Background: an optimization exercise with open tools, aiming at small area and a short achievable clock period. Do not read the settings as production practice. The RTL was checked by simulation tests, not by an equivalence proof against the original design. No activity file was given, so power comes from the tool's default toggle rates.

==> flow/design.v <==
`default_nettype none
package tcq_pkg;
  localparam int RING_DEPTH = 64;
  localparam int SLOT_COUNT = 16;
  localparam logic [2:0] ST_ENQUEUED  = 3'd0;
  localparam logic [2:0] ST_COALESCED = 3'd1;
  localparam logic [2:0] ST_DROPPED   = 3'd2;
  localparam logic [2:0] ST_DEQUEUED  = 3'd3;
  localparam logic [2:0] ST_EMPTY     = 3'd4;
  localparam logic [2:0] ST_REJECTED  = 3'd5;
endpackage
`default_nettype wire
`default_nettype none
module tcq_ring_mem (
  input  wire logic        clk,
  input  wire logic [63:0] we,        
  input  wire logic [19:0] wr_data,
  input  wire logic [63:0] rd_sel,    
  output logic      [19:0] rd_lo,     
  output logic      [19:0] rd_hi      
);
  logic [19:0] mem [64];
  for (genvar i = 0; i < 64; i++) begin : g_row
    always_ff @(posedge clk) begin
      if (we[i]) mem[i] <= wr_data;
    end
  end
  always_comb begin
    rd_lo = '0;
    rd_hi = '0;
    for (int i = 0; i < 32; i++) begin
      rd_lo = rd_lo | (mem[i] & {20{rd_sel[i]}});
      rd_hi = rd_hi | (mem[i + 32] & {20{rd_sel[i + 32]}});
    end
  end
endmodule
`default_nettype wire
`default_nettype none
module two_class_tx_queue (
  input  wire logic        clk,
  input  wire logic        rst_n,
  input  wire logic        in_tvalid,
  output logic             in_tready,
  input  wire logic [23:0] in_tdata,    
  input  wire logic [2:0]  in_tuser,    
  output logic             out_tvalid,
  input  wire logic        out_tready,
  output logic [31:0]      out_tdata,   
  output logic [3:0]       out_tuser    
);
  logic s1_valid_r, out_valid_r, busy_r;
  logic hold, fire;
  assign hold      = out_valid_r & ~out_tready;
  assign fire      = s1_valid_r & ~hold;
  assign in_tready = ~busy_r | out_tready;
  logic s1_valid_nxt, out_valid_nxt;
  assign s1_valid_nxt  = rst_n & (in_tready ? in_tvalid : s1_valid_r);
  assign out_valid_nxt = rst_n & (hold ? out_valid_r : s1_valid_r);
  always_ff @(posedge clk) begin
    s1_valid_r  <= s1_valid_nxt;
    out_valid_r <= out_valid_nxt;
    busy_r      <= s1_valid_nxt & out_valid_nxt;
  end
  logic        f_enq_ring, f_enq_slot, f_deq, f_req, f_nop;
  logic [15:0] s1_idx_oh;
  logic [3:0]  s1_slot;
  logic [15:0] s1_tag;
  logic f_deq_nxt, f_req_nxt;
  assign f_deq_nxt = in_tready ? (in_tuser[1:0] == 2'd1) : f_deq;
  assign f_req_nxt = in_tready ? (in_tuser[1:0] == 2'd2) : f_req;
  always_ff @(posedge clk) begin
    f_deq <= f_deq_nxt;
    f_req <= f_req_nxt;
    if (in_tready) begin
      f_enq_ring <= (in_tuser[1:0] == 2'd0) & ~in_tuser[2];
      f_enq_slot <= (in_tuser[1:0] == 2'd0) & in_tuser[2];
      f_nop      <= (in_tuser[1:0] == 2'd3);
      s1_idx_oh  <= 16'd1 << in_tdata[3:0];
      s1_slot    <= in_tdata[3:0];
      s1_tag     <= in_tdata[19:4];
    end
  end
  logic [63:0] head_oh;
  logic [7:0]  thi_oh, tlo_oh;    
  logic [6:0]  cnt_r;
  logic        empty_r;
  logic [6:0]  depth_r, depth_p1_r, depth_m1_r;    
  logic [15:0] pend_r;
  logic        rdeq_r, rreq_r, wtail_r;
  logic full;
  assign full = cnt_r[6];
  logic pend_any;
  assign pend_any = |pend_r;
  logic idx_pend;
  assign idx_pend = |(pend_r & s1_idx_oh);
  logic [63:0] ring_we;
  for (genvar i = 0; i < 64; i++) begin : g_we
    assign ring_we[i] = (rreq_r & head_oh[(i + 1) % 64]) | (wtail_r & thi_oh[i / 8] & tlo_oh[i % 8]);
  end
  logic [19:0] ring_rd_lo, ring_rd_hi;
  tcq_ring_mem u_ring (
    .clk     (clk),
    .we      (ring_we),
    .wr_data ({s1_slot, s1_tag}),
    .rd_sel  (head_oh),
    .rd_lo   (ring_rd_lo),
    .rd_hi   (ring_rd_hi)
  );
  logic [15:0] slot_tag_r [16];
  for (genvar i = 0; i < 16; i++) begin : g_slot
    always_ff @(posedge clk) begin
      if (s1_valid_r && f_enq_slot && s1_idx_oh[i]) slot_tag_r[i] <= s1_tag;
    end
  end
  logic [15:0] low_oh;
  always_comb begin
    for (int j = 0; j < 16; j++) begin
      low_oh[j] = pend_r[j] & ~|(pend_r & ((16'd1 << j) - 16'd1));
    end
  end
  logic [15:0] slot_rd;
  logic [3:0]  pick;
  always_comb begin
    slot_rd = '0;
    pick    = '0;
    for (int j = 0; j < 16; j++) begin
      slot_rd = slot_rd | (slot_tag_r[j] & {16{low_oh[j]}});
      pick    = pick | (4'(j) & {4{low_oh[j]}});
    end
  end
  logic slot_deq, any_deq, ring_enq, ring_inc, inc;
  assign slot_deq = f_deq & empty_r & pend_any;
  assign any_deq  = rdeq_r | slot_deq;
  assign ring_enq = f_enq_ring & ~full;
  assign ring_inc = ring_enq | rreq_r;
  assign inc      = ring_inc | (f_enq_slot & ~idx_pend);
  logic [2:0] status;
  assign status[0] = (f_enq_slot & idx_pend) | any_deq | (f_req & full);
  assign status[1] = (f_enq_ring & full) | any_deq;
  assign status[2] = (f_deq & empty_r & ~pend_any) | (f_req & full) | f_nop;
  logic [6:0] cnt_nxt;
  logic       empty_nxt;
  always_comb begin
    cnt_nxt   = cnt_r;
    empty_nxt = empty_r;
    if (!rst_n) begin
      cnt_nxt   = '0;
      empty_nxt = 1'b1;
    end else if (fire) begin
      if (ring_inc) begin
        cnt_nxt   = cnt_r + 7'd1;
        empty_nxt = 1'b0;
      end else if (rdeq_r) begin
        cnt_nxt   = cnt_r - 7'd1;
        empty_nxt = (cnt_r == 7'd1);
      end
    end
  end
  always_ff @(posedge clk) begin
    cnt_r   <= cnt_nxt;
    empty_r <= empty_nxt;
    rdeq_r  <= f_deq_nxt & ~empty_nxt;
    rreq_r  <= f_req_nxt & ~cnt_nxt[6];
    wtail_r <= ~f_req_nxt & ~cnt_nxt[6];
  end
  always_ff @(posedge clk) begin
    if (!rst_n) begin
      head_oh    <= 64'd1;
      thi_oh     <= 8'd1;
      tlo_oh     <= 8'd1;
      depth_r    <= '0;
      depth_p1_r <= 7'd1;
      depth_m1_r <= 7'h7f;
      pend_r     <= '0;
    end else if (fire) begin
      if (rdeq_r) head_oh <= {head_oh[62:0], head_oh[63]};
      else if (rreq_r) head_oh <= {head_oh[0], head_oh[63:1]};
      if (ring_enq) begin
        tlo_oh <= {tlo_oh[6:0], tlo_oh[7]};
        if (tlo_oh[7]) thi_oh <= {thi_oh[6:0], thi_oh[7]};
      end
      if (inc) begin
        depth_r    <= depth_p1_r;
        depth_p1_r <= depth_p1_r + 7'd1;
        depth_m1_r <= depth_r;
      end else if (any_deq) begin
        depth_r    <= depth_m1_r;
        depth_p1_r <= depth_r;
        depth_m1_r <= depth_m1_r - 7'd1;
      end
      pend_r <= (pend_r | (f_enq_slot ? s1_idx_oh : 16'd0)) & ~(slot_deq ? low_oh : 16'd0);
    end
  end
  logic [2:0]  res_status;
  logic        res_kn;
  logic [19:0] res_a, res_b;    
  always_ff @(posedge clk) begin
    if (!hold) begin
      res_status <= status;
      res_kn     <= slot_deq;
      res_a      <= rdeq_r ? ring_rd_lo : (slot_deq ? {pick, slot_rd} : 20'd0);
      res_b      <= rdeq_r ? ring_rd_hi : 20'd0;
    end
  end
  logic [19:0] res_ts;
  assign res_ts = res_a | res_b;
  assign out_tvalid = out_valid_r;
  assign out_tdata  = {5'b0, depth_r, res_ts};
  assign out_tuser  = {res_kn, res_status};
endmodule
`default_nettype wire
==> flow/run.sh <==
#!/bin/bash
# synth_recipe.tcl (not shown) runs the flow's synth.tcl, then flattens the netlist and writes it again
# the make line also repeats each setting of config.mk as NAME=value (left out here)
make -C /OpenROAD-flow-scripts/flow DESIGN_CONFIG=/design/flow/config.mk WORK_HOME=/design/flow/orfs CLKGATE_MAP_FILE= SYNTH_SCRIPT=/design/flow/synth_recipe.tcl finish
==> flow/config.mk <==
export PLATFORM = sky130hd
export DESIGN_NAME = two_class_tx_queue
export DESIGN_NICKNAME = two_class_tx_queue
export VERILOG_FILES = /design/flow/design.v
export SDC_FILE = /design/flow/constraint.sdc
export NUM_CORES = 4
export LEC_CHECK = 0
export ABC_CLOCK_PERIOD_IN_PS = 2000
export CAP_MARGIN = 20
export CORE_MARGIN = 2
export CORE_UTILIZATION = 60
export CTS_CLUSTER_DIAMETER = 80
export CTS_CLUSTER_SIZE = 30
export SETUP_SLACK_MARGIN = 1.8
export SLEW_MARGIN = 20
export TNS_END_PERCENT = 20
==> flow/constraint.sdc <==
create_clock -name core_clock -period 4.0 [get_ports {clk}]
set_input_delay 0.8000 -clock core_clock [delete_from_list [all_inputs] [get_ports {clk}]]
set_output_delay 0.8000 -clock core_clock [all_outputs]
set_load 0.01 [all_outputs]
==> results of run 1 <==
-- metrics by stage --
step / instances / hold slack [ns] / utilization / setup slack [ns] / instance area [um^2]
after floorplan: 3716 / 0.448 / - / 1.70 / 64700
after global placement: 5165 / 0.479 / 0.638 / 1.01 / 68200
after detailed placement: 5165 / 0.492 / 0.638 / 0.914 / 68200
after CTS: 5339 / 0.506 / 0.669 / 1.52 / 71500
after global routing: 5357 / 0.521 / 0.672 / 1.53 / 71800
final: 5357 / 0.507 / 0.672 / 1.56 / 71800
-- registers in the layout, indices dropped and copies added (netlist names), 3 cells and up --
signal,count
pend_r,16
thi_oh,8
tlo_oh,8
u_ring.mem,1280
s1_tag,16
depth_p1_r,7
depth_m1_r,7
res_b,20
head_oh,64
slot_tag_r,256
cnt_r,7
s1_slot,4
s1_idx_oh,16
res_a,20
res_status,3
depth_r,7
-- layout by cell type (no fill, tap or decap), drive strengths merged, types with 11 or more instances in the layout --
| master | instances |
|---|---|
| nor3 | 21 |
| o31a | 20 |
| a21oi | 23 |
| edfxtp | 1619 |
| a222oi | 24 |
| a31oi | 15 |
| a221oi | 90 |
| nor2 | 121 |
| dlymetal6s2s | 12 |
| nand3 | 16 |
| o21ai | 42 |
| inv | 19 |
| a211oi | 88 |
| clkbuf | 99 |
| o211ai | 11 |
| clkdlybuf4s50 | 25 |
| and2 | 16 |
| a22o | 173 |
| a22oi | 514 |
| nand2 | 81 |
| dfxtp | 133 |
| nand2b | 12 |
| mux2i | 90 |
| nand4 | 142 |
| buf | 341 |
| and3 | 26 |
| o41ai | 21 |
| or2 | 23 |
-- kinds of logic after synthesis --
family / Yosys count
DFF: 1752
AOI/OAI and AO/OA: 1086
and+or+nand+nor: 499
buffers and inverters: 272
muxes: 92
adders and majority gates: 5
xor gates and xnor gates: 5
other: 1
-- final timing paths --
check,start,endpoint,slack [ns],cells after the start
max,head_oh[62],u_ring.mem[61][9],1.56,3
min,depth_p1_r[5],depth_p1_r[5],0.51,2
max reg2reg,head_oh[62],u_ring.mem[61][9],1.56,3
min reg2reg,depth_p1_r[5],depth_p1_r[5],0.51,2
-- cells in the mapped netlist, types with 13 or more instances --
cell type,count
a211oi_1,88
a21oi_1,21
a221oi_1,90
a222oi_1,24
a22o_1,173
a22oi_1,514
a31oi_1,15
and2_1,15
and3_1,26
buf_1,14
buf_2,13
clkbuf_1,221
dfxtp_1,133
edfxtp_1,1619
inv_1,13
mux2i_1,90
nand2_1,81
nand3_1,15
nand4_1,142
nor2_1,119
nor3_1,20
o21ai_0,26
o21ai_1,16
o31a_1,20
o41ai_1,21
or2_2,23
-- critical path: cells and delay by family (launching register included) --
kind,cells,cell delay (ns)
compound gates,1,0.20
flops,1,0.92
buf+inv,2,0.94
-- power groups by stage --
| stage | registers (W) | logic (W) | clock network, W |
|---|---|---|---|
| final | 0.0205 | 0.00186 | 0.00900 |
| after global routing | 0.0205 | 0.00192 | 0.00955 |
| after CTS | 0.0205 | 0.00179 | 0.00900 |
| after detailed placement | 0.0209 | 0.00170 | 0 |
| after global placement | 0.0209 | 0.00166 | 0 |
| after floorplan | 0.0209 | 0.000779 | 0 |
-- final cells by class --
| class | instances | area, um^2 | share of cell area |
|---|---|---|---|
| Tap cell | 1403 | 1760 | 0.0245 |
| Multi-Input combinational cell | 1695 | 12900 | 0.180 |
| Timing Repair Buffer | 381 | 3590 | 0.0501 |
| Sequential cell | 1752 | 51400 | 0.716 |
| Clock inverter | 13 | 179 | 0.00249 |
| Inverter | 14 | 55.1 | 0.000767 |
| Clock buffer | 99 | 1890 | 0.0264 |
-- per-layer routing --
| layer | vias up | share of wire |
|---|---|---|
| met5 | - | 0.00042 |
| met4 | 12 | 0.038 |
| met3 | 422 | 0.14 |
| met2 | 3227 | 0.45 |
| met1 | 20700 | 0.37 |
| li1 | 15800 | - |
-- what timing repair did --
action                                   CTS  global route
gates resized for setup                  312            51
pin swaps                                 85            39
hold buffers                               0             0
buffers inserted                          55            17
cloned                                     7             0
endpoints found under the setup margin  1299           437
==> impl_metrics.ini, run 1 <==
[critical_path]
setup.worst_path.start_class = register
end_kind = register
crit_chain = buf_4 > a22o_1 > buf_4
path_max_fanout = 20
cp.required_ns = 4.33
path_class = register to register
cpPeakStageDelay_ns = 0.92
crit_path_frequent_cell = buf_4
arrival_ns = 2.78
slowest_stage = dfxtp_1

[drt]
via_per_inst = 7.50
drt_wl_total_um = 213000
drtAntennaViolNets = 0
drt_iter0_drc = 7674
vias = 40200
wl_per_cell_um = 39.7
first_pass_iters = 6
route.detailed.drc = 0

[synthesis]
yosys.area_share.simple = 0.0422
yosysTopAreaCell = edfxtp_1
yosys.area_share.xor_xnor = 0.000677
yosysSeqAreaShare = 0.793
synth_fa_ha_area_frac = 0.000968
synth.cell_area_mm2 = 0.0646
yosys-top-cells-area = edfxtp_1, a22oi_1, dfxtp_1, a22o_1, mux2i_1
yosys_warnings = 4
synth_top_family_by_area = compound AO/OA/AOI/OAI gates
synthFlopType = edfxtp_1
netlist.area_leader.share = 0.752
synth_edf_count = 1619
syn_inst = 3712
ys_ff_latch = 1752
synthArstFlopShare = 0
muxShareOfSynthArea = 0.0143
ys_types = 73
avgSynthCellArea_um2 = 17.4
synth_compound_area_frac = 0.132

[power_and_ir_drop]
leakagePower_nw = 22.6
internal-power_w = 0.0244
comb_power_share = 0.059
sw_frac_of_total = 0.222
power_switching_w = 0.00696
finalPower_w = 0.0314
vdd_drop_max_mv = 0.548
clockPowerShare = 0.287
power_density_mw_per_mm2 = 437
power_frac_seq = 0.654

[grt]
globalRouteMet1Util = 0.550
grt_pass1_wl_um = 291000
grt_pass1_vias = 37600
grt_use_met2 = 0.578
grt_util_all_layers = 0.381
overflow = 0
grt_max_degree = 81
use_met3 = 0.0907
antenna_found_initial = 9
top_usage_layer = met2

[finish]
layout-drive-gt1-share = 0.158
insertedDiodeCount = 0
area_growth_pct = 11.1
fillCellCount = 7238
nNetsFinal = 3950

[die]
start_util = 0.605
die_w_um = 332
rows = 120
core_mm2 = 0.107
boundaryPins = 69
die_h_um = 332
die-area_mm2 = 0.110

[clocking]
path_clk_slew_ns = 0.11
clock_sinks = 1752
clock_path_buffers = 3
cts_root_buf = clkbuf_16
h-tree-depth = 3
tritoncts = yes
clkLatencyLatePin_ns = 0.70
cts_buffers = 70

[worst_hold_path]
hold_class = register to register

[timing]
tightest_slew_ns = 1.09
rsz0062_at_grt = yes
fin_skew_ns = 0.0297
max_freq_mhz = 409
finalCritPeriodShare = 0.611
setup_tns_ns = 0
final-hold-violation-count = 0
slew_viol_final = 0
period_needed_ns = 2.44
max_slew_margin = 0.274
setup_violations = 0

[placement]
place.gp.congestion = 0.892
dp.final_hpwl_um = 122000
io_buffers = 59

[job]
maxCapViolCount = 0

[outcome]
outcome = finished clean
==> inputs of run 2 (changes only) <==
--- a/flow/design.v
+++ b/flow/design.v
@@ -86,16 +86,18 @@
   logic        empty_r;
   logic [6:0]  depth_r, depth_p1_r, depth_m1_r;    
   logic [15:0] pend_r;
-  logic        rdeq_r, rreq_r, wtail_r;
+  logic        rdeq_r, rreq_r;
+  logic [7:0]  rqg_r, wthi_r;
+  logic        pany_r, ipend_r;
   logic full;
   assign full = cnt_r[6];
   logic pend_any;
-  assign pend_any = |pend_r;
+  assign pend_any = pany_r;
   logic idx_pend;
-  assign idx_pend = |(pend_r & s1_idx_oh);
+  assign idx_pend = ipend_r;
   logic [63:0] ring_we;
   for (genvar i = 0; i < 64; i++) begin : g_we
-    assign ring_we[i] = (rreq_r & head_oh[(i + 1) % 64]) | (wtail_r & thi_oh[i / 8] & tlo_oh[i % 8]);
+    assign ring_we[i] = (rqg_r[i / 8] & head_oh[(i + 1) % 64]) | (wthi_r[i / 8] & tlo_oh[i % 8]);
   end
   logic [19:0] ring_rd_lo, ring_rd_hi;
   tcq_ring_mem u_ring (
@@ -156,39 +158,89 @@
       end
     end
   end
-  always_ff @(posedge clk) begin
-    cnt_r   <= cnt_nxt;
-    empty_r <= empty_nxt;
-    rdeq_r  <= f_deq_nxt & ~empty_nxt;
-    rreq_r  <= f_req_nxt & ~cnt_nxt[6];
-    wtail_r <= ~f_req_nxt & ~cnt_nxt[6];
-  end
-  always_ff @(posedge clk) begin
+  logic [63:0] head_nxt;
+  logic [7:0]  thi_nxt, tlo_nxt;
+  logic [6:0]  depth_nxt, depth_p1_nxt, depth_m1_nxt;
+  logic [15:0] pend_nxt;
+  logic        pany_nxt, ipend_nxt;
+  logic multi;
+  always_comb begin
+    multi = 1'b0;
+    for (int j = 1; j < 16; j++) begin
+      multi = multi | (pend_r[j] & |(pend_r & ((16'd1 << j) - 16'd1)));
+    end
+  end
+  logic [15:0] in_idx_oh;
+  assign in_idx_oh = 16'd1 << in_tdata[3:0];
+  logic p_in, lower_in, eq_in;
+  assign p_in     = |(pend_r & in_idx_oh);
+  assign lower_in = |(pend_r & (in_idx_oh - 16'd1));
+  assign eq_in    = |(s1_idx_oh & in_idx_oh);
+  always_comb begin
+    head_nxt     = head_oh;
+    thi_nxt      = thi_oh;
+    tlo_nxt      = tlo_oh;
+    depth_nxt    = depth_r;
+    depth_p1_nxt = depth_p1_r;
+    depth_m1_nxt = depth_m1_r;
+    pend_nxt     = pend_r;
+    pany_nxt     = pany_r;
+    ipend_nxt    = ipend_r;
     if (!rst_n) begin
-      head_oh    <= 64'd1;
-      thi_oh     <= 8'd1;
-      tlo_oh     <= 8'd1;
-      depth_r    <= '0;
-      depth_p1_r <= 7'd1;
-      depth_m1_r <= 7'h7f;
-      pend_r     <= '0;
-    end else if (fire) begin
-      if (rdeq_r) head_oh <= {head_oh[62:0], head_oh[63]};
-      else if (rreq_r) head_oh <= {head_oh[0], head_oh[63:1]};
-      if (ring_enq) begin
-        tlo_oh <= {tlo_oh[6:0], tlo_oh[7]};
-        if (tlo_oh[7]) thi_oh <= {thi_oh[6:0], thi_oh[7]};
+      head_nxt     = 64'd1;
+      thi_nxt      = 8'd1;
+      tlo_nxt      = 8'd1;
+      depth_nxt    = '0;
+      depth_p1_nxt = 7'd1;
+      depth_m1_nxt = 7'h7f;
+      pend_nxt     = '0;
+      pany_nxt     = 1'b0;
+      ipend_nxt    = 1'b0;
+    end else begin
+      if (fire) begin
+        if (rdeq_r) head_nxt = {head_oh[62:0], head_oh[63]};
+        else if (rreq_r) head_nxt = {head_oh[0], head_oh[63:1]};
+        if (ring_enq) begin
+          tlo_nxt = {tlo_oh[6:0], tlo_oh[7]};
+          if (tlo_oh[7]) thi_nxt = {thi_oh[6:0], thi_oh[7]};
+        end
+        if (inc) begin
+          depth_nxt    = depth_p1_r;
+          depth_p1_nxt = depth_p1_r + 7'd1;
+          depth_m1_nxt = depth_r;
+        end else if (any_deq) begin
+          depth_nxt    = depth_m1_r;
+          depth_p1_nxt = depth_r;
+          depth_m1_nxt = depth_m1_r - 7'd1;
+        end
+        pend_nxt = (pend_r | (f_enq_slot ? s1_idx_oh : 16'd0)) & ~(slot_deq ? low_oh : 16'd0);
+        pany_nxt = f_enq_slot | (slot_deq ? multi : pany_r);
       end
-      if (inc) begin
-        depth_r    <= depth_p1_r;
-        depth_p1_r <= depth_p1_r + 7'd1;
-        depth_m1_r <= depth_r;
-      end else if (any_deq) begin
-        depth_r    <= depth_m1_r;
-        depth_p1_r <= depth_r;
-        depth_m1_r <= depth_m1_r - 7'd1;
+      if (in_tready) begin
+        ipend_nxt = fire ? ((p_in | (f_enq_slot & eq_in)) & ~(slot_deq & p_in & ~lower_in))
+                         : p_in;
       end
-      pend_r <= (pend_r | (f_enq_slot ? s1_idx_oh : 16'd0)) & ~(slot_deq ? low_oh : 16'd0);
+    end
+  end
+  logic [63:0] head_nxt_rot;    
+  assign head_nxt_rot = {head_nxt[0], head_nxt[63:1]};
+  always_ff @(posedge clk) begin
+    cnt_r      <= cnt_nxt;
+    empty_r    <= empty_nxt;
+    head_oh    <= head_nxt;
+    thi_oh     <= thi_nxt;
+    tlo_oh     <= tlo_nxt;
+    depth_r    <= depth_nxt;
+    depth_p1_r <= depth_p1_nxt;
+    depth_m1_r <= depth_m1_nxt;
+    pend_r     <= pend_nxt;
+    pany_r     <= pany_nxt;
+    ipend_r    <= ipend_nxt;
+    rdeq_r     <= f_deq_nxt & ~empty_nxt;
+    rreq_r     <= f_req_nxt & ~cnt_nxt[6];
+    for (int k = 0; k < 8; k++) begin
+      rqg_r[k]  <= f_req_nxt & ~cnt_nxt[6] & |head_nxt_rot[8*k +: 8];
+      wthi_r[k] <= ~f_req_nxt & ~cnt_nxt[6] & thi_nxt[k];
     end
   end
   logic [2:0]  res_status;
--- a/flow/config.mk
+++ b/flow/config.mk
@@ -9,7 +9,7 @@
 export CAP_MARGIN = 20
 export CORE_MARGIN = 2
 export CORE_UTILIZATION = 60
-export CTS_CLUSTER_DIAMETER = 80
+export CTS_CLUSTER_DIAMETER = 60
 export CTS_CLUSTER_SIZE = 30
 export SETUP_SLACK_MARGIN = 1.8
 export SLEW_MARGIN = 20
==> run 2 against run 1 <==
  * Critical path depth decreased by 1
  * Clock power is 54% higher
  * Clock skew rose by 0.015 ns
  * First-iteration DRC count fell by 14%
  * Highest routed layer is now met4
  * Die area increased by 1.8%
  * Final cell count up 5.9%
  * Synthesized cell count increased by 5.7%
  * Critical endpoint is now out_tdata[13]
  * Largest power group unchanged
  * Still clean
==> impl_metrics.ini, run 2 <==
[outcome]
outcome = finished clean

[drt]
drt_iter0_drc = 6562
wl_per_cell_um = 38.7
route.detailed.drc = 0
drtAntennaViolNets = 0
vias = 41900
drt_wl_total_um = 220000
via_per_inst = 7.38
first_pass_iters = 8

[clocking]
clock_path_buffers = 3
holdBufCountCts = 0
cts_buffers = 130
path_clk_slew_ns = 0.08
clock_sinks = 1769
cts_root_buf = clkbuf_16
h-tree-depth = 4
tritoncts = yes
clkLatencyLatePin_ns = 0.80

[placement]
place.gp.congestion = 0.865
io_buffers = 59
dp.final_hpwl_um = 126000
place_area_mm2 = 0.0692

[grt]
grt_pass1_vias = 39400
grt_max_degree = 108
antenna_found_initial = 0
grt_pass1_wl_um = 300000
overflow = 0
grt_util_all_layers = 0.387

[finish]
final_common_cell = edfxtp_1
area_growth_pct = 15.4
largest_register = u_ring.mem
layout_common_cells = edfxtp_1, a22oi_1, buf_4
design_area_mm2 = 0.0759
layout-drive-gt1-share = 0.189
nNetsFinal = 4194
largest_register_ffs = 1280
top_regs = u_ring.mem x1280, slot_tag_r x256, head_oh x64

[power_and_ir_drop]
power_density_mw_per_mm2 = 476
internal-power_w = 0.0279
comb_power_share = 0.046
leakagePower_nw = 24.2
vdd_drop_max_mv = 0.433
power_frac_seq = 0.570
clockPowerShare = 0.384
sw_frac_of_total = 0.228
power_switching_w = 0.00824

[critical_path]
end_kind = output port
path_max_fanout = 1
setup.worst_path.start_class = register
setup.worst_path.start = res_b[13]
rr_startpoint = tlo_oh[5]
slowest_stage = edfxtp_1
cpPeakStageDelay_ns = 0.53
path_class = register to output port
arrival_ns = 1.74
cp.required_ns = 3.20
crit_chain = or2_4 > buf_6

[synthesis]
ys_types = 75
ys_top_cells_by_count = edfxtp_1, a22oi_1, clkbuf_1
synth_edf_count = 1619
ys_ff_latch = 1769
yosys_warnings = 4
yosysTopAreaCell = edfxtp_1
yosysSeqAreaShare = 0.784
yosys-top-cells-area = edfxtp_1, a22oi_1, dfxtp_1, a22o_1, nand4_1
synthArstFlopShare = 0
yosysMostFrequentCell = edfxtp_1
synthFlopType = edfxtp_1
syn_inst = 3925
netlist.area_leader.share = 0.739
synth.cell_area_mm2 = 0.0658
avgSynthCellArea_um2 = 16.8

[die]
die_w_um = 335
die-area_mm2 = 0.112
core_mm2 = 0.109
die_h_um = 335
boundaryPins = 69
start_util = 0.605
rows = 121

[timing]
setup_tns_ns = 0
rsz0062_at_grt = yes
finalCritPeriodShare = 0.636
setup_violations = 0
slew_viol_final = 0
final-hold-violation-count = 0
max_slew_margin = 0.224
fin_skew_ns = 0.0449
period_needed_ns = 2.54
max_freq_mhz = 393
tightest_slew_ns = 1.16

[worst_hold_path]
min-delay-start = depth_m1_r[6]
hold_class = register to register

[job]
maxCapViolCount = 0
[run 2: worst paths after layout]
kind,to,slack [ns],cells past startpoint
max,out_tdata[13],1.46,2
min,depth_r[6],0.50,2
max reg2reg,u_ring.mem[45][12],1.54,2
min reg2reg,depth_r[6],0.50,2
[run 2: layer usage]
layer / GRT usage / share of wire / vias to the layer above
li1: - / - / 16700
met1: 0.531 / 0.36 / 21300
met2: 0.599 / 0.46 / 3229
met3: 0.0794 / 0.12 / 601
met4: 0.188 / 0.055 / 0
met5: 0 / 0 / -
[run 2: cell type report]
type,count,area (um^2)
diodes,1,2.50
flip-flops and latches,1769,51800
clock buffers,142,3400
clock inverters,93,1080
inverters,18,78.8
multi-input cells,1860,14300
repair buffers,378,3490
fillers,6954,32900
well taps,1414,1770
[run 2: kinds of logic after synthesis]
| logic type | count (synthesis) | synth area share |
|---|---|---|
| other | 1 | 0.0000570 |
| muxes | 83 | 0.0127 |
| AOI/OAI and AO/OA | 1185 | 0.137 |
| and+or+nand+nor | 570 | 0.0452 |
| xor gates and xnor gates | 5 | 0.000665 |
| DFF | 1769 | 0.784 |
| adders and majority gates | 7 | 0.00129 |
| buffers and inverters | 305 | 0.0186 |
[run 2: stage by stage]
stage	util	std cells	power, W	worst slack (ns)	hold WS [ns]
after floorplan	-	3929	0.0217	1.27	0.460
after global placement	0.636	5359	0.0225	0.506	0.481
after detailed placement	0.636	5360	0.0225	0.728	0.494
after CTS	0.691	5638	0.0361	1.44	0.504
after global routing	0.697	5674	0.0369	1.45	0.526
final	0.698	5675	0.0361	1.46	0.499
[run 2: worst max-delay path: cells and delay by family, from the launching register on]
family	cells	cell delay, ns
flip-flops	1	0.53
AND/OR/NAND/NOR	1	0.32
buffers and inverters	1	0.12
[run 2: repair_timing]
action,CTS,global route
setup endpoints to repair,508,315
cloned,6,0
resized for setup,385,89
buffers inserted,37,35
pin swaps,69,46
[run 2: power groups by stage]
stage	Sequential, W	Combinational [W]	Clock (W)
2_1_floorplan	0.0210	0.000695	0
3_3_place_gp	0.0210	0.00144	0
3_5_place_dp	0.0210	0.00148	0
4_1_cts	0.0206	0.00159	0.0139
5_1_grt	0.0206	0.00173	0.0146
6_report	0.0206	0.00166	0.0139
==> inputs of run 3 (changes only) <==
--- a/flow/design.v
+++ b/flow/design.v
@@ -63,6 +63,7 @@
   end
   logic        f_enq_ring, f_enq_slot, f_deq, f_req, f_nop;
   logic [15:0] s1_idx_oh;
+  logic [15:0] s1_swe_oh;    
   logic [3:0]  s1_slot;
   logic [15:0] s1_tag;
   logic f_deq_nxt, f_req_nxt;
@@ -71,6 +72,8 @@
   always_ff @(posedge clk) begin
     f_deq <= f_deq_nxt;
     f_req <= f_req_nxt;
+    if (!rst_n) s1_swe_oh <= '0;
+    else if (in_tready) s1_swe_oh <= (in_tvalid & (in_tuser[1:0] == 2'd0) & in_tuser[2]) ? 16'd1 << in_tdata[3:0] : 16'd0;
     if (in_tready) begin
       f_enq_ring <= (in_tuser[1:0] == 2'd0) & ~in_tuser[2];
       f_enq_slot <= (in_tuser[1:0] == 2'd0) & in_tuser[2];
@@ -111,7 +114,7 @@
   logic [15:0] slot_tag_r [16];
   for (genvar i = 0; i < 16; i++) begin : g_slot
     always_ff @(posedge clk) begin
-      if (s1_valid_r && f_enq_slot && s1_idx_oh[i]) slot_tag_r[i] <= s1_tag;
+      if (s1_swe_oh[i]) slot_tag_r[i] <= s1_tag;
     end
   end
   logic [15:0] low_oh;
==> run 3 against run 2 <==
  * Worst hold slack got worse by 0.014 ns
  * Global-route usage fell by 0.82 points
  * Setup slack improved by 0.013 ns
  * Synthesized area rose by 0.62%
  * Sequential power barely moved
  * Largest power group unchanged
  * Clock power fell by 3%
  * Clock skew fell by 0.018 ns
  * Via count fell by 0.22%
  * Largest cell class unchanged
  * Non-clock buffer count fell by 21
  * Still clean
  * First-iteration DRC count rose by 13%
  * Register-to-register slack improved by 0.02 ns
==> impl_metrics.ini, run 3 <==
[outcome]
outcome = finished clean

[clocking]
clock_sinks = 1785
clkLatencyLatePin_ns = 0.76
tritoncts = yes
cts_buffers = 118
h-tree-depth = 3
holdBufCountCts = 0
cts_root_buf = clkbuf_16
path_clk_slew_ns = 0.09
clock_path_buffers = 3

[drt]
drt_iter0_drc = 7440
wl_met2_um = 99800
drt_wl_total_um = 214000
vias = 41800
met1_length_um = 78400
first_pass_iters = 9
route.detailed.drc = 0
via_per_inst = 7.25
wl_per_cell_um = 37.2
drtAntennaViolNets = 0
routed.top_layer = met5
wl_met3_um = 26100

[synthesis]
netlist.area_leader.share = 0.734
ys_top_cells_by_count = edfxtp_1, a22oi_1, clkbuf_1
ys_ff_latch = 1785
synthArstFlopShare = 0
yosysSeqAreaShare = 0.784
synthFlopType = edfxtp_1
syn_inst = 3974
yosysTopAreaCell = edfxtp_1
yosysMostFrequentCell = edfxtp_1
yosys-top-cells-area = edfxtp_1, a22oi_1, dfxtp_1, a22o_1, a221oi_1
yosys_warnings = 4
synth_edf_count = 1619
avgSynthCellArea_um2 = 16.7
ys_types = 79
synth.cell_area_mm2 = 0.0662

[finish]
nNetsFinal = 4215
final_common_cell = edfxtp_1
layout_common_cells = edfxtp_1, a22oi_1, buf_4
area_growth_pct = 13.8
largest_register_ffs = 1280
fillCellCount = 7110
largest_register = u_ring.mem
ff_latch_area_mm2 = 0.0521
fin_cells = 5761
top_regs = u_ring.mem x1280, slot_tag_r x256, head_oh x64
layout-drive-gt1-share = 0.173
multi_input_area_mm2 = 0.0137
fin_util = 0.691

[timing]
period_needed_ns = 2.53
hold_slack_ns = 0.485
slew_viol_final = 0
finalCritPeriodShare = 0.632
rsz0062_at_grt = yes
max_freq_mhz = 395
tightest_slew_ns = 1.15
final-hold-violation-count = 0
fin_skew_ns = 0.0269
setup_tns_ns = 0
setup_violations = 0
max_slew_margin = 0.235

[power_and_ir_drop]
power_frac_seq = 0.575
power_switching_w = 0.00863
internal-power_w = 0.0275
comb_power_share = 0.052
finalPower_w = 0.0361
power_density_mw_per_mm2 = 479
leakagePower_nw = 23.8
clockPowerShare = 0.373
vdd_drop_max_mv = 0.487
sw_frac_of_total = 0.239

[grt]
grt_max_degree = 103
grt_util_all_layers = 0.379
antenna_found_initial = 9
overflow = 0
grt_pass1_vias = 39100
grt_pass1_wl_um = 296000

[die]
die-area_mm2 = 0.113
die_h_um = 336
rows = 121
boundaryPins = 69
core_mm2 = 0.109
die_w_um = 336
start_util = 0.607

[placement]
dp.final_hpwl_um = 123000
place.gp.congestion = 0.884
io_buffers = 59
dpl.cell_count = 5454

[job]
maxCapViolCount = 0

[critical_path]
end_kind = output port
arrival_ns = 1.73
rr_startpoint = head_oh[52]
setup.worst_path.start = res_b[16]
crit_chain = or2_4 > buf_6
slowest_stage = edfxtp_1
cp.required_ns = 3.20
path_max_fanout = 1
path_class = register to output port
setup.worst_path.start_class = register
cpPeakStageDelay_ns = 0.51

[worst_hold_path]
min-delay-start = f_deq
hold_class = register to register
## run 3: changes by cell type after synthesis, sizes merged, moves of 14 or more
cell	change
a221oi	+20
a22oi	-18
a222oi	+15
o2bb2ai	-15
nor2	+14
clkbuf	-17
dfxtp	+16
nand2	+40
a211oi	+20
a221o	-16
a22o	-14
## run 3: cell families (layout without fill, tap and decap cells)
| kind of cell | Yosys count | in the layout | share of synthesized area |
|---|---|---|---|
| AOI/OAI and AO/OA | 1159 | 1160 | 0.133 |
| xor gates and xnor gates | 6 | 6 | 0.000794 |
| adders and majority gates | 9 | 9 | 0.00159 |
| buffers and inverters | 299 | 603 | 0.0186 |
| DFF | 1785 | 1785 | 0.784 |
| muxes | 81 | 81 | 0.0123 |
| other | 1 | 6 | 0.0000566 |
| and+or+nand+nor | 634 | 635 | 0.0496 |
## run 3: path summary, 6_finish.rpt
check	slack, ns	to	cells after the start
min reg2reg	0.48	f_deq	2
max reg2reg	1.56	u_ring.mem[51][18]	2
min	0.48	f_deq	2
max	1.47	out_tdata[16]	2
## run 3: power groups by stage
| stage | clock, W | combinational (W) | sequential [W] |
|---|---|---|---|
| after global placement | 0 | 0.00166 | 0.0212 |
| after CTS | 0.0136 | 0.00181 | 0.0208 |
| final | 0.0135 | 0.00186 | 0.0208 |
| after global routing | 0.0142 | 0.00194 | 0.0208 |
| after detailed placement | 0 | 0.00170 | 0.0212 |
| after floorplan | 0 | 0.000831 | 0.0212 |
## run 3: stage by stage
step | worst slack [ns] | instance area, um^2
2_1_floorplan | 1.09 | 66400
3_5_place_dp | 0.669 | 69600
3_3_place_gp | 0.627 | 69600
5_1_grt | 1.46 | 75400
6_report | 1.47 | 75400
4_1_cts | 1.47 | 75300
## run 3: critical path, delay by kind of cell (launching register included)
kind / cells / cell delay [ns]
and+or+nand+nor: 1 / 0.33
buffers and inverters: 1 / 0.13
DFF: 1 / 0.51
## run 3: routing by layer
layer / GRT usage / vias to the layer above
li1: - / 16800
met1: 0.524 / 21100
met2: 0.596 / 3236
met3: 0.0780 / 582
met4: 0.152 / 8
met5: 0 / -
## run 3: repair_timing
action	4_1_cts	5_1_grt
gates resized for setup	359	19
setup endpoints to repair	459	221
setup buffers	71	3
pin swaps	51	5
gates cloned	5	1
## run 3: layout make-up
class,count,area share
diodes,1,0.0000332
inverters,20,0.00118
clock buffers,125,0.0405
multi-input cells,1896,0.182
well taps,1476,0.0245
repair buffers,357,0.0431
clock inverters,101,0.0176
flip-flops and latches,1785,0.691
==> inputs of run 4 (changes only) <==
--- a/flow/config.mk
+++ b/flow/config.mk
@@ -9,8 +9,8 @@
 export CAP_MARGIN = 20
 export CORE_MARGIN = 2
 export CORE_UTILIZATION = 60
-export CTS_CLUSTER_DIAMETER = 60
+export CTS_CLUSTER_DIAMETER = 80
 export CTS_CLUSTER_SIZE = 30
-export SETUP_SLACK_MARGIN = 1.8
+export SETUP_SLACK_MARGIN = 1.7
 export SLEW_MARGIN = 20
-export TNS_END_PERCENT = 20
+export TNS_END_PERCENT = 100
==> run 4 against run 3 <==
  * Critical path depth did not move
  * Sequential cell count did not move
  * Global-route usage decreased by 0.35 points
  * Via count fell by 1.2%
  * Sequential share of layout area rose by 2.1 points
  * Count of clock-buffer cells in the layout down 23
  * Still clean
  * Setup slack gained 0.14 ns
  * Core utilization shrank 2.1 points
  * Combinational power about the same
  * Clock power is 32% lower
  * Clock skew grew 0.0074 ns
  * Power is 12% lower
==> impl_metrics.ini, run 4 <==
[power_and_ir_drop]
clockPowerShare = 0.287
power_switching_w = 0.00709
finalPower_w = 0.0318
leakagePower_nw = 22.7
power_frac_seq = 0.653
internal-power_w = 0.0247
power_density_mw_per_mm2 = 435
sw_frac_of_total = 0.223
vdd_drop_max_mv = 0.420
comb_power_share = 0.059

[finish]
layout-drive-gt1-share = 0.147
final_common_cell = edfxtp_1
ff_latch_area_mm2 = 0.0521
area_growth_pct = 10.4
insertedDiodeCount = 0
fin_util = 0.670
top_regs = u_ring.mem x1280, slot_tag_r x256, head_oh x64
largest_register = u_ring.mem
nNetsFinal = 4170
design_area_mm2 = 0.0731
multi_input_area_mm2 = 0.0138
fillCellCount = 7361
largest_register_ffs = 1280
layout_common_cells = edfxtp_1, a22oi_1, buf_4

[grt]
grt_pass1_wl_um = 295000
grt_pass1_vias = 39100
grt_util_all_layers = 0.375
grt_max_degree = 126
antenna_found_initial = 6
overflow = 0

[critical_path]
path_class = register to output port
crit_chain = or2_4 > buf_6
arrival_ns = 1.59
path_max_fanout = 1
r2r_cells = 7
setup.worst_path.start = res_b[0]
r2r_end = res_a[11]
rr_startpoint = pend_r[2]
critical-path-top-delay-family = flip-flops
cpPeakStageDelay_ns = 0.49
path_buf_inv = 1
cp.required_ns = 3.20
end_kind = output port
slowest_stage = edfxtp_1
rrSetupSlack_ns = 1.64
setup.worst_path.start_class = register

[clocking]
clock_sinks = 1785
holdBufCountCts = 0
path_clk_slew_ns = 0.11
clkLatencyLatePin_ns = 0.71
cts_buffers = 71
tritoncts = yes
cts_root_buf = clkbuf_16
clock_path_buffers = 3
h-tree-depth = 3

[die]
die_h_um = 336
die_w_um = 336
start_util = 0.607
die-area_mm2 = 0.113
core_mm2 = 0.109
rows = 121
boundaryPins = 69

[synthesis]
syn_inst = 3974
yosys_warnings = 4
yosys-top-cells-area = edfxtp_1, a22oi_1, dfxtp_1, a22o_1, a221oi_1
yosysTopAreaCell = edfxtp_1
ys_top_cells_by_count = edfxtp_1, a22oi_1, clkbuf_1
avgSynthCellArea_um2 = 16.7
synthFlopType = edfxtp_1
netlist.area_leader.share = 0.734
ys_types = 79
synthArstFlopShare = 0
synth.cell_area_mm2 = 0.0662
ys_ff_latch = 1785
yosysMostFrequentCell = edfxtp_1
synth_edf_count = 1619
yosysSeqAreaShare = 0.784

[timing]
period_needed_ns = 2.39
fin_ws_ns = 1.61
final-hold-violation-count = 0
rsz0062_at_grt = yes
setup_tns_ns = 0
max_freq_mhz = 419
tightest_slew_ns = 1.12
setup_violations = 0
fin_skew_ns = 0.0344
max_slew_margin = 0.254
slew_viol_final = 0
finalCritPeriodShare = 0.597

[drt]
drt_iter0_drc = 7149
wl_per_cell_um = 37.9
via_per_inst = 7.31
drt_wl_total_um = 214000
first_pass_iters = 9
vias = 41300
drtAntennaViolNets = 0
route.detailed.drc = 0

[worst_hold_path]
hold_class = register to register
holdPathEnd = f_deq
min-delay-start = f_deq
hold_path_depth = 2

[placement]
post-place-ws_ns = 0.560
io_buffers = 59
dp.final_hpwl_um = 126000
place.gp.congestion = 0.860
place_area_mm2 = 0.0697

[job]
maxCapViolCount = 0

[outcome]
outcome = finished clean
run 4: repair_timing:
item | in CTS | in global routing
cloned | 1 | 2
gates resized for setup | 270 | 79
setup endpoints to repair | 272 | 75
setup buffers | 49 | 28
endpoints found under the hold margin | 0 | 0
pin swaps | 31 | 29
run 4: layout make-up:
cell class                      instances  share of cell area
Clock inverter                         11             0.00193
Clock buffer                          102              0.0270
Tap cell                             1476              0.0252
Sequential cell                      1785               0.712
Multi-Input combinational cell       1895               0.189
Inverter                               20             0.00121
Timing Repair Buffer                  360              0.0436
run 4: worst register-to-register path, cell delays in order (launching register included):
cell	delay (ns)
dfxtp_4	0.42
nor4_4	0.08
and2_4	0.18
and3_4	0.21
buf_6	0.13
a222oi_1	0.68
and3_1	0.28
o221ai_2	0.10
run 4: routing by layer:
layer / GRT usage / up-vias / routed length [um]
li1: - / 16600 / -
met1: 0.518 / 21000 / 78500
met2: 0.599 / 3115 / 100000
met3: 0.0627 / 535 / 24400
met4: 0.158 / 8 / 10600
met5: 0 / - / 55
run 4: worst max-delay path by stage:
stage,slack (ns),cells past startpoint,to
6_report,1.61,2,out_tdata[0]
5_1_grt,1.53,6,depth_m1_r[5]
4_1_cts,1.40,4,in_tready
3_5_place_dp,0.56,10,ipend_r
3_3_place_gp,0.50,10,ipend_r
2_1_floorplan,1.09,8,wthi_r[7]
run 4: stage by stage:
stage / cells / hold WS (ns)
CTS: 5619 / 0.504
detailed placement: 5456 / 0.482
global route: 5649 / 0.556
floorplan: 3978 / 0.443
finish: 5649 / 0.513
global placement: 5456 / 0.468
run 4: power groups by stage:
stage / Sequential, W / Clock (W) / Combinational (W)
after floorplan: 0.0212 / 0 / 0.000841
after detailed placement: 0.0213 / 0 / 0.00171
final: 0.0208 / 0.00914 / 0.00189
after CTS: 0.0208 / 0.00914 / 0.00180
after global routing: 0.0208 / 0.00977 / 0.00196
after global placement: 0.0212 / 0 / 0.00167
run 4: logic make-up (layout without fill, tap and decap cells):
family,after synthesis,in the layout,share of synthesized area
flops,1785,1785,0.784
mux,81,81,0.0123
fa+ha+maj,9,9,0.00159
simple gates,634,635,0.0496
xor+xnor,6,6,0.000794
other cells,1,5,0.0000566
buf+inv,299,493,0.0186
compound gates,1159,1159,0.133
==> inputs of run 5 (changes only) <==
--- a/flow/design.v
+++ b/flow/design.v
@@ -62,7 +62,6 @@
     busy_r      <= s1_valid_nxt & out_valid_nxt;
   end
   logic        f_enq_ring, f_enq_slot, f_deq, f_req, f_nop;
-  logic [15:0] s1_idx_oh;
   logic [15:0] s1_swe_oh;    
   logic [3:0]  s1_slot;
   logic [15:0] s1_tag;
@@ -78,7 +77,6 @@
       f_enq_ring <= (in_tuser[1:0] == 2'd0) & ~in_tuser[2];
       f_enq_slot <= (in_tuser[1:0] == 2'd0) & in_tuser[2];
       f_nop      <= (in_tuser[1:0] == 2'd3);
-      s1_idx_oh  <= 16'd1 << in_tdata[3:0];
       s1_slot    <= in_tdata[3:0];
       s1_tag     <= in_tdata[19:4];
     end
@@ -178,7 +176,7 @@
   logic p_in, lower_in, eq_in;
   assign p_in     = |(pend_r & in_idx_oh);
   assign lower_in = |(pend_r & (in_idx_oh - 16'd1));
-  assign eq_in    = |(s1_idx_oh & in_idx_oh);
+  assign eq_in    = |(s1_swe_oh & in_idx_oh);    
   always_comb begin
     head_nxt     = head_oh;
     thi_nxt      = thi_oh;
@@ -216,7 +214,7 @@
           depth_p1_nxt = depth_r;
           depth_m1_nxt = depth_m1_r - 7'd1;
         end
-        pend_nxt = (pend_r | (f_enq_slot ? s1_idx_oh : 16'd0)) & ~(slot_deq ? low_oh : 16'd0);
+        pend_nxt = (pend_r | s1_swe_oh) & ~(slot_deq ? low_oh : 16'd0);
         pany_nxt = f_enq_slot | (slot_deq ? multi : pany_r);
       end
       if (in_tready) begin
--- a/flow/config.mk
+++ b/flow/config.mk
@@ -11,6 +11,6 @@
 export CORE_UTILIZATION = 60
 export CTS_CLUSTER_DIAMETER = 80
 export CTS_CLUSTER_SIZE = 30
-export SETUP_SLACK_MARGIN = 1.7
+export SETUP_SLACK_MARGIN = 1.8
 export SLEW_MARGIN = 20
-export TNS_END_PERCENT = 100
+export TNS_END_PERCENT = 20
==> run 5 against run 4 <==
  * Highest routed layer unchanged
  * Synthesized area shrank 0.49%
  * Sequential power about the same
  * Sequential share of layout area decreased by 0.74 points
  * Still clean
  * Critical endpoint is now out_tdata[3]
  * Combinational power about the same
  * Die area decreased by 0.49%
  * Largest cell class unchanged
  * Synthesized cell count fell by 0.48%
==> impl_metrics.ini, run 5 <==
[finish]
layout-drive-gt1-share = 0.155
insertedDiodeCount = 0
largest_register = u_ring.mem
nNetsFinal = 4177
area_growth_pct = 11.2
largest_register_ffs = 1280
fin_util = 0.673
final_common_cell = edfxtp_1
layout_common_cells = edfxtp_1, a22oi_1, buf_4
top_regs = u_ring.mem x1280, slot_tag_r x256, head_oh x64
fillCellCount = 7331

[timing]
max_slew_margin = 0.221
tightest_slew_ns = 1.17
final-hold-violation-count = 0
setup_violations = 0
hold_slack_ns = 0.525
rsz0062_at_grt = yes
setup_tns_ns = 0
period_needed_ns = 2.48
slew_viol_final = 0
fin_skew_ns = 0.0342
max_freq_mhz = 403
finalCritPeriodShare = 0.620

[synthesis]
yosysTopAreaCell = edfxtp_1
syn_inst = 3955
ys_types = 77
yosys-top-cells-area = edfxtp_1, a22oi_1, dfxtp_1, a22o_1, a221oi_1
synthArstFlopShare = 0
ys_ff_latch = 1769
synth_edf_count = 1603
yosysMostFrequentCell = edfxtp_1
yosys_warnings = 4
netlist.area_leader.share = 0.730
avgSynthCellArea_um2 = 16.7
synth.cell_area_mm2 = 0.0659
yosysSeqAreaShare = 0.781
synthFlopType = edfxtp_1
ys_top_cells_by_count = edfxtp_1, a22oi_1, clkbuf_1

[die]
die_w_um = 335
rows = 121
start_util = 0.605
die_h_um = 335
core_mm2 = 0.109
boundaryPins = 69
die-area_mm2 = 0.113

[clocking]
cts_root_buf = clkbuf_16
clock_path_buffers = 3
clock_sinks = 1769
path_clk_slew_ns = 0.11
tritoncts = yes
h-tree-depth = 3
clkLatencyLatePin_ns = 0.72
cts_buffers = 70

[power_and_ir_drop]
leakagePower_nw = 22.8
power_density_mw_per_mm2 = 431
vdd_drop_max_mv = 0.386

[job]
maxCapViolCount = 0

[critical_path]
cp.required_ns = 3.20
setup.worst_path.start_class = register
path_class = register to output port
rr_startpoint = head_oh[41]
rrSetupSlack_ns = 1.56
arrival_ns = 1.68
path_max_fanout = 1
setup.worst_path.start = res_a[3]
end_kind = output port

[placement]
io_buffers = 59
dp.final_hpwl_um = 123000
place.gp.congestion = 0.862

[drt]
vias = 41700
via_per_inst = 7.45
first_pass_iters = 6
drt_wl_total_um = 219000
drt_iter0_drc = 7045
wl_per_cell_um = 39.1
route.detailed.drc = 0
drtAntennaViolNets = 0

[worst_hold_path]
hold_class = register to register
min-delay-start = thi_oh[7]

[grt]
grt_pass1_vias = 39300
grt_pass1_wl_um = 301000
antenna_found_initial = 5
overflow = 0
grt_max_degree = 81
grt_util_all_layers = 0.387

[outcome]
outcome = finished clean
-- run 5: cell types whose count changed after synthesis, moves of 13 or more --
cell      previous run  this run
a21oi_1             76        58
o21ai_0             62        49
a222oi_1            15         1
edfxtp_1          1619      1603
a32oi_1              3        26
nand3b_1             5        19
and3_1              22         8
a22o_1             151       173
a221o_1              0        17
o211ai_1             3        20
a22oi_1            532       500
-- run 5: critical path, cell delays in order (launching register included) --
cell and delay [ns]:
edfxtp_1 0.54, or2_4 0.31, buf_6 0.12
-- run 5: path summary, 6_finish.rpt --
| path | to | cells after the start |
|---|---|---|
| min | thi_oh[0] | 2 |
| max | out_tdata[3] | 2 |
| max reg2reg | u_ring.mem[40][10] | 3 |
| min reg2reg | thi_oh[0] | 2 |
-- run 5: per-layer routing --
| layer | part of all wire | global-route usage | vias up |
|---|---|---|---|
| met4 | 0.055 | 0.182 | 2 |
| met1 | 0.37 | 0.533 | 21300 |
| met5 | 0.000059 | 0 | - |
| met3 | 0.12 | 0.0740 | 582 |
| li1 | - | - | 16700 |
| met2 | 0.46 | 0.603 | 3205 |
-- run 5: per-stage QoR --
stage,cells,setup WS (ns),power (W),area (um^2)
floorplan,3959,1.34,0.0218,66000
global placement,5398,0.696,0.0227,69200
detailed placement,5398,0.654,0.0227,69300
CTS,5594,1.49,0.0315,73200
global route,5598,1.52,0.0322,73300
finish,5598,1.52,0.0316,73300
-- run 5: what timing repair did --
action	CTS	global route
endpoints found under the setup margin	497	279
pin swaps	60	8
setup buffers	72	1
hold buffers	0	0
gates cloned	8	0
gates resized for setup	390	10
-- run 5: cells by family (layout without fill, tap and decap cells) --
logic type,after synthesis,in the layout,share of synthesized area
compound gates,1161,1161,0.137
xor+xnor,4,4,0.000532
fa+ha+maj,7,7,0.00129
buf+inv,304,528,0.0187
flops,1769,1769,0.781
mux,81,81,0.0124
other cells,1,5,0.0000569
simple gates,628,629,0.0493
-- run 5: cell type report --
class                      instances  area [um^2]  share of cell area
clock buffer                     104         1960              0.0268
clock inverter                    12          129             0.00176
inverter                          17         97.6             0.00133
multi-input combinational       1887        14000               0.191
sequential                      1769        51600               0.705
tap                             1414         1770              0.0242
timing repair buffer             395         3640              0.0497
-- run 5: power breakdown --
group,switching [W],leakage [nW],internal (W)
Combinational,0.00129,5.83,0.000580
Clock,0.00547,1.01,0.00358
Sequential,0.000280,16.0,0.0204
Total,0.00704,22.8,0.0245
==> inputs of run 6 (changes only) <==
--- a/flow/design.v
+++ b/flow/design.v
@@ -48,18 +48,19 @@
   output logic [31:0]      out_tdata,   
   output logic [3:0]       out_tuser    
 );
-  logic s1_valid_r, out_valid_r, busy_r;
+  logic s1_valid_r, out_valid_r;
+  logic free_r;    
   logic hold, fire;
   assign hold      = out_valid_r & ~out_tready;
   assign fire      = s1_valid_r & ~hold;
-  assign in_tready = ~busy_r | out_tready;
+  assign in_tready = free_r | out_tready;
   logic s1_valid_nxt, out_valid_nxt;
   assign s1_valid_nxt  = rst_n & (in_tready ? in_tvalid : s1_valid_r);
   assign out_valid_nxt = rst_n & (hold ? out_valid_r : s1_valid_r);
   always_ff @(posedge clk) begin
     s1_valid_r  <= s1_valid_nxt;
     out_valid_r <= out_valid_nxt;
-    busy_r      <= s1_valid_nxt & out_valid_nxt;
+    free_r      <= ~(s1_valid_nxt & out_valid_nxt);
   end
   logic        f_enq_ring, f_enq_slot, f_deq, f_req, f_nop;
   logic [15:0] s1_swe_oh;    
@@ -88,7 +89,8 @@
   logic [6:0]  depth_r, depth_p1_r, depth_m1_r;    
   logic [15:0] pend_r;
   logic        rdeq_r, rreq_r;
-  logic [7:0]  rqg_r, wthi_r;
+  logic [7:0]  rqh_r, wthi_r;
+  logic [7:0]  hhi_oh, hlo_oh;    
   logic        pany_r, ipend_r;
   logic full;
   assign full = cnt_r[6];
@@ -98,7 +100,7 @@
   assign idx_pend = ipend_r;
   logic [63:0] ring_we;
   for (genvar i = 0; i < 64; i++) begin : g_we
-    assign ring_we[i] = (rqg_r[i / 8] & head_oh[(i + 1) % 64]) | (wthi_r[i / 8] & tlo_oh[i % 8]);
+    assign ring_we[i] = (rqh_r[i / 8] & hlo_oh[i % 8]) | (wthi_r[i / 8] & tlo_oh[i % 8]);
   end
   logic [19:0] ring_rd_lo, ring_rd_hi;
   tcq_ring_mem u_ring (
@@ -223,10 +225,27 @@
       end
     end
   end
-  logic [63:0] head_nxt_rot;    
-  assign head_nxt_rot = {head_nxt[0], head_nxt[63:1]};
+  logic [7:0] hhi_nxt, hlo_nxt;
+  always_comb begin
+    hhi_nxt = hhi_oh;
+    hlo_nxt = hlo_oh;
+    if (!rst_n) begin
+      hhi_nxt = 8'h80;
+      hlo_nxt = 8'h80;
+    end else if (fire) begin
+      if (rdeq_r) begin
+        hlo_nxt = {hlo_oh[6:0], hlo_oh[7]};
+        if (hlo_oh[7]) hhi_nxt = {hhi_oh[6:0], hhi_oh[7]};
+      end else if (rreq_r) begin
+        hlo_nxt = {hlo_oh[0], hlo_oh[7:1]};
+        if (hlo_oh[0]) hhi_nxt = {hhi_oh[0], hhi_oh[7:1]};
+      end
+    end
+  end
   always_ff @(posedge clk) begin
     cnt_r      <= cnt_nxt;
+    hhi_oh     <= hhi_nxt;
+    hlo_oh     <= hlo_nxt;
     empty_r    <= empty_nxt;
     head_oh    <= head_nxt;
     thi_oh     <= thi_nxt;
@@ -240,15 +259,22 @@
     rdeq_r     <= f_deq_nxt & ~empty_nxt;
     rreq_r     <= f_req_nxt & ~cnt_nxt[6];
     for (int k = 0; k < 8; k++) begin
-      rqg_r[k]  <= f_req_nxt & ~cnt_nxt[6] & |head_nxt_rot[8*k +: 8];
+      rqh_r[k]  <= f_req_nxt & ~cnt_nxt[6] & hhi_nxt[k];
       wthi_r[k] <= ~f_req_nxt & ~cnt_nxt[6] & thi_nxt[k];
     end
   end
   logic [2:0]  res_status;
   logic        res_kn;
   logic [19:0] res_a, res_b;    
-  always_ff @(posedge clk) begin
-    if (!hold) begin
+  logic res_clr;
+  assign res_clr = ~rst_n | (~s1_valid_r & ~hold);
+  always_ff @(posedge clk) begin
+    if (res_clr) begin
+      res_status <= '0;
+      res_kn     <= 1'b0;
+      res_a      <= '0;
+      res_b      <= '0;
+    end else if (fire) begin
       res_status <= status;
       res_kn     <= slot_deq;
       res_a      <= rdeq_r ? ring_rd_lo : (slot_deq ? {pick, slot_rd} : 20'd0);
--- a/flow/config.mk
+++ b/flow/config.mk
@@ -11,6 +11,6 @@
 export CORE_UTILIZATION = 60
 export CTS_CLUSTER_DIAMETER = 80
 export CTS_CLUSTER_SIZE = 30
-export SETUP_SLACK_MARGIN = 1.8
+export SETUP_SLACK_MARGIN = 1.7
 export SLEW_MARGIN = 20
-export TNS_END_PERCENT = 20
+export TNS_END_PERCENT = 100
==> run 6 against run 5 <==
  * Worst hold slack lost 0.055 ns
  * Sequential power is essentially flat
  * Highest routed layer is now met4
  * Register-to-register slack gained 0.06 ns
  * Count of clock-buffer cells in the layout is the same
  * Global-route usage shrank 0.63 points
  * Still clean
  * Wire length grew 0.61%
  * Via count grew 2.9%
  * Critical path depth grew 5
  * Sequential share of layout area shrank 0.36 points
  * Critical endpoint is now res_a[6]
  * Largest power group unchanged
  * Final area grew 0.37%
==> impl_metrics.ini, run 6 <==
[outcome]
outcome = finished clean

[finish]
fillCellCount = 7518
multi_input_area_mm2 = 0.0148
final_common_cell = edfxtp_1
fin_util = 0.666
ff_latch_area_mm2 = 0.0516
largest_register = u_ring.mem
nNetsFinal = 4371
area_growth_pct = 10.3
largest_register_ffs = 1280
layout_common_cells = edfxtp_1, a22oi_1, buf_4
layout-drive-gt1-share = 0.144
top_regs = u_ring.mem x1280, slot_tag_r x256, head_oh x64
fin_cells = 5869

[power_and_ir_drop]
clockPowerShare = 0.292
comb_power_share = 0.056
power_switching_w = 0.00720
vdd_drop_max_mv = 0.394
power_density_mw_per_mm2 = 432
power_frac_seq = 0.652
leakagePower_nw = 22.7
finalPower_w = 0.0317
sw_frac_of_total = 0.227
internal-power_w = 0.0246

[drt]
via_per_inst = 7.31
first_pass_iters = 6
route.detailed.drc = 0
drt_iter0_drc = 7715
drt_wl_total_um = 220000
wl_per_cell_um = 37.5
vias = 42900
drtAntennaViolNets = 0

[grt]
grt_pass1_wl_um = 300000
grt_max_degree = 111
grt_util_all_layers = 0.381
overflow = 0
grt_pass1_vias = 39700
antenna_found_initial = 1

[clocking]
holdBufCountCts = 0
h-tree-depth = 3
clock_path_buffers = 3
cts_root_buf = clkbuf_16
clkLatencyLatePin_ns = 0.73
clock_sinks = 1785
cts_buffers = 72
path_clk_slew_ns = 0.12
tritoncts = yes

[timing]
tightest_slew_ns = 1.19
max_slew_margin = 0.207
setup_tns_ns = 0
slew_viol_final = 0
max_freq_mhz = 419
period_needed_ns = 2.38
rsz0062_at_grt = yes
fin_skew_ns = 0.0429
final-hold-violation-count = 0
finalCritPeriodShare = 0.596
setup_violations = 0

[critical_path]
crit_path_frequent_cell = or4_4
path_max_fanout = 8
end_kind = register
arrival_ns = 3.01
cp.required_ns = 4.63
setup.worst_path.start_class = register
crit_chain = or4_4 > buf_12 > a2111oi_1 > nand4bb_4 > or4_4 > a221oi_2 > o22ai_1
path_class = register to register
cpPeakStageDelay_ns = 0.57
slowest_stage = or4_4

[synthesis]
synth.cell_area_mm2 = 0.0666
netlist.area_leader.share = 0.703
synth_edf_count = 1559
synthArstFlopShare = 0
yosys-top-cells-area = edfxtp_1, a22oi_1, dfxtp_1, nand4_1, clkbuf_1
avgSynthCellArea_um2 = 15.8
yosysSeqAreaShare = 0.770
synthFlopType = edfxtp_1
yosysTopAreaCell = edfxtp_1
ys_top_cells_by_count = edfxtp_1, a22oi_1, clkbuf_1
yosysMostFrequentCell = edfxtp_1
ys_types = 77
yosys_warnings = 4
ys_ff_latch = 1785
syn_inst = 4223

[placement]
dpl.cell_count = 5673
place.gp.congestion = 0.874
io_buffers = 59
dp.final_hpwl_um = 122000

[die]
core_mm2 = 0.110
die-area_mm2 = 0.114
boundaryPins = 69
start_util = 0.604
die_h_um = 337
rows = 122
die_w_um = 337

[worst_hold_path]
hold_class = register to register

[job]
maxCapViolCount = 0
-- run 6: changes by cell type in the layout (fill, tap and decap cells not counted), moves of 24 or more --
cell      delta
edfxtp_1    -44
a21oi_1     +63
buf_4       -30
a22oi_1    +188
a22o_1     -104
dfxtp_2     +44
nand4_1     +24
a221oi_1    -86
nor2_1      +45
-- run 6: metrics by stage --
stage | setup WS [ns] | hold WS [ns] | instance area, um^2
2_1_floorplan | 1.60 | 0.428 | 66700
3_3_place_gp | 0.706 | 0.452 | 69600
3_5_place_dp | 0.675 | 0.449 | 69700
4_1_cts | 1.63 | 0.454 | 72500
5_1_grt | 1.48 | 0.488 | 73500
6_report | 1.62 | 0.469 | 73500
-- run 6: kinds of logic after synthesis --
| group | Yosys count | share of synthesized area |
|---|---|---|
| AOI/OAI and AO/OA | 1202 | 0.131 |
| adders and majority gates | 7 | 0.00130 |
| DFF | 1785 | 0.770 |
| xor gates and xnor gates | 6 | 0.000789 |
| muxes | 81 | 0.0122 |
| buffers and inverters | 326 | 0.0191 |
| and+or+nand+nor | 815 | 0.0650 |
| other | 1 | 0.0000563 |
-- run 6: metal layers --
layer  global-route usage  vias up  routed length (um)
li1                     -    17300                   -
met1                0.551    21900               81300
met2                0.578     3308               99000
met3               0.0854      418               31200
met4                0.129        0                8460
met5                    0        -                   0
-- run 6: area by class of cell --
| cell class | instances | share of cell area |
|---|---|---|
| timing repair buffer | 340 | 0.0408 |
| multi-input combinational | 2116 | 0.202 |
| clock inverter | 16 | 0.00252 |
| sequential | 1785 | 0.701 |
| timing repair inverter | 1 | 0.000102 |
| tap | 1488 | 0.0253 |
| clock buffer | 104 | 0.0270 |
| antenna | 1 | 0.0000340 |
| inverter | 18 | 0.00107 |
-- run 6: power groups by stage --
stage	Combinational, W	Sequential, W	Clock [W]
4_1_cts	0.00164	0.0207	0.00927
5_1_grt	0.00185	0.0207	0.00992
6_report	0.00178	0.0207	0.00928
3_3_place_gp	0.00154	0.0211	0
3_5_place_dp	0.00159	0.0211	0
2_1_floorplan	0.000767	0.0210	0
-- run 6: worst max-delay path, delay by kind of cell (launching register included) --
family	cells	cell delay (ns)
buffers and inverters	1	0.17
and+or+nand+nor	3	1.04
AOI/OAI and AO/OA	3	0.66
DFF	1	0.42
-- run 6: what timing repair did --
action                                  4_1_cts  5_1_grt
gates cloned                                  0        4
setup buffers                                16       53
endpoints found under the hold margin         0        0
endpoints found under the setup margin       90       79
gates resized for setup                     264       90
pin swaps                                    19       28
-- run 6: worst paths after layout --
path / to / cells past startpoint / slack (ns) / startpoint
worst max-delay path: res_a[6] / 7 / 1.62 / pend_r[1]
worst min-delay path: res_a[1] / 1 / 0.47 / res_a[1]
worst max register to register: res_a[6] / 7 / 1.62 / pend_r[1]
worst min register to register: res_a[1] / 1 / 0.47 / res_a[1]

[what the ideal ports hide]
Ports are ideal in the flow. The routed layouts listed here were re-timed in OpenROAD.
Step 1 sets driving cells, clkbuf_16 on the clock port and buf_2 on the other inputs (assumed; they add their load-dependent delay and slew).
Step 2, shift: input delay + t, output delay - t, t = (earliest + latest rising clock arrival at the registers) / 2. This alone moves slack from input paths to output paths.
a / b / c = ideal / step 1 / step 2; a / b = the first two.
run | shift t [ns] | setup slack, ns | hold WS [ns] | slew at the worst register clock pin (ns) | worst data-port slew with drivers (ns)
run 1 | 0.758 | 1.557 / 1.557 / 1.314 | 0.507 / 0.507 / 0.507 | 0.12 / 0.12 | 0.07
run 2 | 0.845 | 1.458 / 1.387 / 0.883 | 0.499 / 0.479 / 0.499 | 0.10 / 0.10 | 0.04
run 3 | 0.832 | 1.471 / 1.394 / 1.017 | 0.485 / 0.485 / 0.485 | 0.10 / 0.10 | 0.07
run 4 | 0.766 | 1.614 / 1.536 / 1.097 | 0.513 / 0.513 / 0.513 | 0.12 / 0.12 | 0.06
run 5 | 0.780 | 1.519 / 1.440 / 1.100 | 0.525 / 0.504 / 0.525 | 0.12 / 0.12 | 0.06
run 6 | 0.782 | 1.616 / 1.616 / 1.050 | 0.469 / 0.439 / 0.469 | 0.12 / 0.12 | 0.04
After both steps setup and hold are still met in every run listed. The setup slack of run 2, which loses most, moves by -0.071 ns with the drivers and by -0.575 ns with both steps.
